Source: an optimization exercise on an open RTL-to-GDS flow (aim: small area). Production flows keep margins and buffers that such runs may drop. The RTL was checked by simulation tests, not by an equivalence proof against the original design.

`design/flow/design.v`:
```
package sobel_pkg;
    localparam int PIX_W         = 24;
    localparam int LUMA_W        = 8;
    localparam int GRAD_W        = 11;
    localparam int ABS_W         = 10;
    localparam int MAG_W         = 8;
    localparam int CNT_W         = 17;
    localparam int FRAME_PIX_DEF = 130560;
    localparam logic [15:0] C_R = 16'd77;
    localparam logic [15:0] C_G = 16'd150;
    localparam logic [15:0] C_B = 16'd29;
    function automatic logic signed [GRAD_W-1:0] sx(
        input logic [LUMA_W-1:0] v
    );
        sx = $signed({{(GRAD_W-LUMA_W){1'b0}}, v});
    endfunction
endpackage
module sobel_rgb2luma
(
    input  logic              clk_i,
    input  logic              rst_i,
    input  logic              en_i,
    input  logic [sobel_pkg::PIX_W-1:0]  pix_i,
    output logic [sobel_pkg::LUMA_W-1:0] y_o
);
    localparam int PIX_W = sobel_pkg::PIX_W;
    localparam int LUMA_W = sobel_pkg::LUMA_W;
    localparam logic [15:0] C_R = sobel_pkg::C_R;
    localparam logic [15:0] C_G = sobel_pkg::C_G;
    localparam logic [15:0] C_B = sobel_pkg::C_B;
    logic [15:0]       sum;
    logic [LUMA_W-1:0] y_d, y_q;
    always_comb begin
        sum = C_R * {8'd0, pix_i[23:16]}
            + C_G * {8'd0, pix_i[15:8]}
            + C_B * {8'd0, pix_i[7:0]};
        y_d = LUMA_W'(sum >> 8);
    end
    always_ff @(posedge clk_i or posedge rst_i) begin
        if (rst_i) begin
            y_q <= '0;
        end else if (en_i) begin
            y_q <= y_d;
        end
    end
    assign y_o = y_q;
endmodule
module sobel_edge_core
#(
    parameter int FRAME_PIX = sobel_pkg::FRAME_PIX_DEF
) (
    input  logic              iClk,
    input  logic              iRst,
    input  logic              wEnClk,
    input  logic              wFgPixelValid,
    input  logic [sobel_pkg::PIX_W-1:0]  wPixel00,
    input  logic [sobel_pkg::PIX_W-1:0]  wPixel01,
    input  logic [sobel_pkg::PIX_W-1:0]  wPixel02,
    input  logic [sobel_pkg::PIX_W-1:0]  wPixel10,
    input  logic [sobel_pkg::PIX_W-1:0]  wPixel11,
    input  logic [sobel_pkg::PIX_W-1:0]  wPixel12,
    input  logic [sobel_pkg::PIX_W-1:0]  wPixel20,
    input  logic [sobel_pkg::PIX_W-1:0]  wPixel21,
    input  logic [sobel_pkg::PIX_W-1:0]  wPixel22,
    input  logic              wConvolDone,
    output logic              wFgSobelValid,
    output logic [sobel_pkg::MAG_W-1:0]  wSobelPixel,
    output logic [sobel_pkg::CNT_W-1:0]  wOutCnt,
    output logic              wSobelDone
);
    localparam int PIX_W = sobel_pkg::PIX_W;
    localparam int LUMA_W = sobel_pkg::LUMA_W;
    localparam int GRAD_W = sobel_pkg::GRAD_W;
    localparam int ABS_W = sobel_pkg::ABS_W;
    localparam int MAG_W = sobel_pkg::MAG_W;
    localparam int CNT_W = sobel_pkg::CNT_W;
    logic [PIX_W-1:0]  pix [9];
    logic [LUMA_W-1:0] y   [9];
    assign pix[0] = wPixel00;
    assign pix[1] = wPixel01;
    assign pix[2] = wPixel02;
    assign pix[3] = wPixel10;
    assign pix[4] = wPixel11;
    assign pix[5] = wPixel12;
    assign pix[6] = wPixel20;
    assign pix[7] = wPixel21;
    assign pix[8] = wPixel22;
    for (genvar i = 0; i < 9; i++) begin : g_luma
        sobel_rgb2luma u_luma (
            .clk_i (iClk),
            .rst_i (iRst),
            .en_i  (wEnClk),
            .pix_i (pix[i]),
            .y_o   (y[i])
        );
    end
    logic signed [GRAD_W-1:0] gx_d, gy_d, gx_q, gy_q;
    logic [ABS_W-1:0]         ax_d, ay_d, ax_q, ay_q;
    logic [ABS_W:0]           sum;
    logic [MAG_W-1:0]         mag;
    logic [MAG_W-1:0]         pix_d, pix_q;
    logic [3:0]               v_d, v_q;
    logic [3:0]               dn_d, dn_q;
    logic [CNT_W-1:0]         cnt_base, cnt_d, cnt_q;
    always_comb begin
        gx_d = (sobel_pkg::sx(y[2]) + (sobel_pkg::sx(y[5]) <<< 1) + sobel_pkg::sx(y[8]))
             - (sobel_pkg::sx(y[0]) + (sobel_pkg::sx(y[3]) <<< 1) + sobel_pkg::sx(y[6]));
        gy_d = (sobel_pkg::sx(y[6]) + (sobel_pkg::sx(y[7]) <<< 1) + sobel_pkg::sx(y[8]))
             - (sobel_pkg::sx(y[0]) + (sobel_pkg::sx(y[1]) <<< 1) + sobel_pkg::sx(y[2]));
        ax_d = ABS_W'(gx_q[GRAD_W-1] ? -gx_q : gx_q);
        ay_d = ABS_W'(gy_q[GRAD_W-1] ? -gy_q : gy_q);
        sum  = {1'b0, ax_q} + {1'b0, ay_q};
        mag  = (|sum[ABS_W:MAG_W]) ? {MAG_W{1'b1}} : sum[MAG_W-1:0];
        pix_d = mag;
        v_d  = {v_q[2:0], wFgPixelValid};
        dn_d = {dn_q[2:0], wConvolDone};
    end
    always_comb begin
        cnt_base = dn_q[3] ? '0 : cnt_q;
        cnt_d    = cnt_base;
        if (v_q[2] && cnt_base != CNT_W'(FRAME_PIX)) begin
            cnt_d = cnt_base + CNT_W'(1);
        end
    end
    always_ff @(posedge iClk or posedge iRst) begin
        if (iRst) begin
            gx_q  <= '0;
            gy_q  <= '0;
            ax_q  <= '0;
            ay_q  <= '0;
            pix_q <= '0;
            v_q   <= '0;
            dn_q  <= '0;
            cnt_q <= '0;
        end else if (wEnClk) begin
            gx_q  <= gx_d;
            gy_q  <= gy_d;
            ax_q  <= ax_d;
            ay_q  <= ay_d;
            pix_q <= pix_d;
            v_q   <= v_d;
            dn_q  <= dn_d;
            cnt_q <= cnt_d;
        end
    end
    assign wFgSobelValid = v_q[3];
    assign wSobelPixel   = pix_q;
    assign wOutCnt       = cnt_q;
    assign wSobelDone    = dn_q[3];
endmodule
```
`design/flow/run.sh`:
```
#!/bin/bash
# synth_recipe.tcl (not shown) runs the flow's synth.tcl, then flattens the netlist and writes it again
# the make line also repeats each setting of config.mk as NAME=value (left out here)
make -C /OpenROAD-flow-scripts/flow DESIGN_CONFIG=/design/flow/config.mk WORK_HOME=/design/flow/orfs CLKGATE_MAP_FILE= SYNTH_SCRIPT=/design/flow/synth_recipe.tcl finish
```
`design/flow/config.mk`:
```
export PLATFORM = sky130hd
export DESIGN_NAME = sobel_edge_core
export DESIGN_NICKNAME = sobel_edge_core
export VERILOG_FILES = /design/flow/design.v
export SDC_FILE = /design/flow/constraint.sdc
export NUM_CORES = 4
export LEC_CHECK = 0
export CAP_MARGIN = 20
export CORE_MARGIN = 2
export CORE_UTILIZATION = 40
export SLEW_MARGIN = 20
```
`design/flow/constraint.sdc`:
```
create_clock -name core_clock -period 10.0 [get_ports {iClk}]
set_input_delay 2.0000 -clock core_clock [delete_from_list [all_inputs] [get_ports {iClk}]]
set_output_delay 2.0000 -clock core_clock [all_outputs]
set_load 0.01 [all_outputs]
```
==> out/results.ini <==
[setup_path]
worstRegToRegCells=12
crit_slowest_cell=clkdlybuf4s50_1
worstReg2RegEnd=gy_q[10]
crit_type=primary input to flip-flop
worstPathCellList=clkdlybuf4s50_1 > ha_1 > ha_1 > inv_1 > fa_1 > fa_1 > inv_1 > ha_1 > inv_1 > a21oi_1 > o41ai_1 > o211ai_1 > xnor2_1 > fa_1 > inv_1 > ha_1 > a21o_1 > or3_1 > a311oi_1 > or3_1 > nand3_1 > xnor2_1 > a21oi_1
r2r-start=g_luma[0].u_luma.y_q[2]
cp_max_fo=5
rrSetupSlack_ns=6.13
end_kind=flip-flop
arrival_ns=7.93
critPathMaxStageDelay_ns=0.64
startpoint_type=primary input
required_ns=10.30

[hold_path]
min_path_cells=1
min_to=dn_q[3]
hp-class=flip-flop to flip-flop
min-delay-start=dn_q[2]

[sta]
tightest_slew_ns=0.942
hold_slack_ns=0.473
fmax_mhz=131
layout_min_cycle_time_ns=7.63
skew_ns=0.0124
maxSlewHeadroom=0.372
final.period_utilization=0.763
setup_viol=0
grt_setup_unrepaired=no
setup-tns-final_ns=0
slew_viol_final=0
finalHoldViolations=0

[synthesis]
ys_seq_elements=139
synth.most_common_cell=ha_1
synthFlopType=dfrtp_1
synthesis.instances=3910
yosysTopAreaCellShare=0.321
synthTopCellsByArea=ha_1 (32%), fa_1 (20%), dfrtp_1 (9.5%)
synth_warnings=5
synthDistinctLibCells=93
syn_nets=5440
synth_area_leader_cell=ha_1
avgSynthCellArea_um2=9.38
synth-edff-count=0
netlist_area_um2=36700
ys_seq_area_frac=0.0948
synth_commonest_cells=ha_1 (942), inv_1 (801), fa_1 (367), a21oi_1 (196), xnor2_1 (151)
async_flop_share=1.00

[floorplanning]
die_w_um=307
core_area_um2=91200
die_y_um=307
std_cell_rows=111
die_area_um2=94100
start_util=0.402
io_pins=248

[status]
status=complete, no violations

[drt]
vias=26469
route.detailed.drc=0
drtIter0Drc=807
ant_nets=0
viasPerCell=4.97
drt_pass1_iterations=5
routed_wl_um=74500
wire_per_inst_um=14.0

[grt]
gr-total-overflow=0
antenna_found_initial=4
gr-usage-all-layers=0.166
grt_pass1_wl_um=130000
grt_max_degree=79
grt_pass1_vias=27176

[clock_tree]
clock_latency_ns=0.44
cts_setup_buffers=0
cts_buffer_depth=2
clockRootBuffer=clkbuf_16
cts_sinks=139
cts_tree=yes
ctsResizeCount=0
postCtsHoldBufs=0
path_clk_slew_ns=0.07
numCtsBuffers=17
h-tree-depth=4

[final_layout]
fin_cells=5331
drive_above_1_share=0.0340
area_growth_pct=11.5
nNetsFinal=5659

[place]
port_buffers=223
place.gp.congestion=0.819
dpl.cell_count=5296
dp_hpwl_um=66400

[flow_run]
max-cap-violations=0

## how the worst max path moves through the flow
stage | start | to | slack, ns
floorplan | wPixel01[20] | g_luma[1].u_luma.y_q[7] | 3.11
global placement | wPixel01[21] | g_luma[1].u_luma.y_q[7] | 1.94
detailed placement | wPixel01[21] | g_luma[1].u_luma.y_q[7] | 1.92
CTS | wPixel01[21] | g_luma[1].u_luma.y_q[7] | 2.38
global route | wPixel01[1] | g_luma[1].u_luma.y_q[7] | 2.03
finish | wPixel01[21] | g_luma[1].u_luma.y_q[7] | 2.37
## cells by family (layout without fill, tap and decap cells)
| family | Yosys count | after routing | synth area share |
|---|---|---|---|
| fa+ha+maj | 1309 | 1309 | 0.522 |
| buf+inv | 828 | 1060 | 0.0848 |
| compound gates | 643 | 643 | 0.120 |
| simple gates | 631 | 631 | 0.0878 |
| xor+xnor | 287 | 287 | 0.0693 |
| flops | 139 | 139 | 0.0948 |
| mux | 73 | 73 | 0.0220 |
| other cells | 0 | 3 | 0 |
## metrics by stage
| step | utilization | setup WS [ns] | instance area, um2 |
|---|---|---|---|
| after floorplan | - | 3.11 | 36700 |
| after global placement | 0.442 | 1.94 | 40300 |
| after detailed placement | 0.442 | 1.92 | 40300 |
| after CTS | 0.448 | 2.38 | 40900 |
| after global routing | 0.448 | 2.03 | 40900 |
| final | 0.448 | 2.37 | 40900 |
## registers in the layout, summed over array words and instances (netlist names)
name and count:
v_q 4, gx_q 11, ay_q 10, gy_q 11, pix_q 8, ax_q 10
g_luma.u_luma.y_q 64, cnt_q 17, dn_q 4
## critical path, delay by kind of cell
kind	cells	cell delay, ns
AO/OA/AOI/OAI	6	1.42
buffers and inverters	5	0.86
adder cells (fa/ha/maj)	7	2.73
AND/OR/NAND/NOR	3	0.56
XOR/XNOR	2	0.37
## cell type report
class	instances	area, um2
Tap cell	1186	1480
Multi-Input combinational cell	2943	30100
Clock inverter	13	124
Sequential cell	139	3480
Timing Repair Buffer	226	2260
Inverter	802	3020
Antenna cell	3	7.51
Fill cell	8835	50300
Clock buffer	19	453
## metal layers
metal  vias to the layer above  track usage  wire, um
met4                         0       0.0282       832
met5                         -            0         0
li1                      13718            -         -
met3                        43       0.0132      1240
met2                       199        0.293     36100
met1                     12509        0.223     36300
## cell usage in the layout (no fill, tap or decap), drive strengths merged, types with 35 or more instances in the layout
cell           count
a21o              81
a21oi            196
clkdlybuf4s50    222
dfrtp            139
fa               367
ha               942
inv              811
mux2              61
nand2            133
nand2b            41
nand3             52
nor2             144
nor2b             35
nor3              68
o21ai            112
xnor2            151
xor2             134

static timing again, ports no longer ideal:
No port has a modelled driver above. Below, the same layout with a new extraction and two added sets of constraints.
Step 1 assumes that a clkbuf_16 drives the clock port and a buf_2 every other input.
Step 2 also shifts input and output timing later by t, the mid clock arrival at the registers, as if the neighbouring blocks saw the same clock.
Slacks: no drivers / after step 1 / after step 2; pairs: no drivers / after step 1.
shift t [ns]: 0.492
slack for setup (ns): 2.369 / 2.403 / 1.910
cell pins on the clock port's net: 1
After both steps setup and hold are still met in this run. The setup slack of this run moves by +0.034 ns with the drivers and by -0.459 ns with both steps.
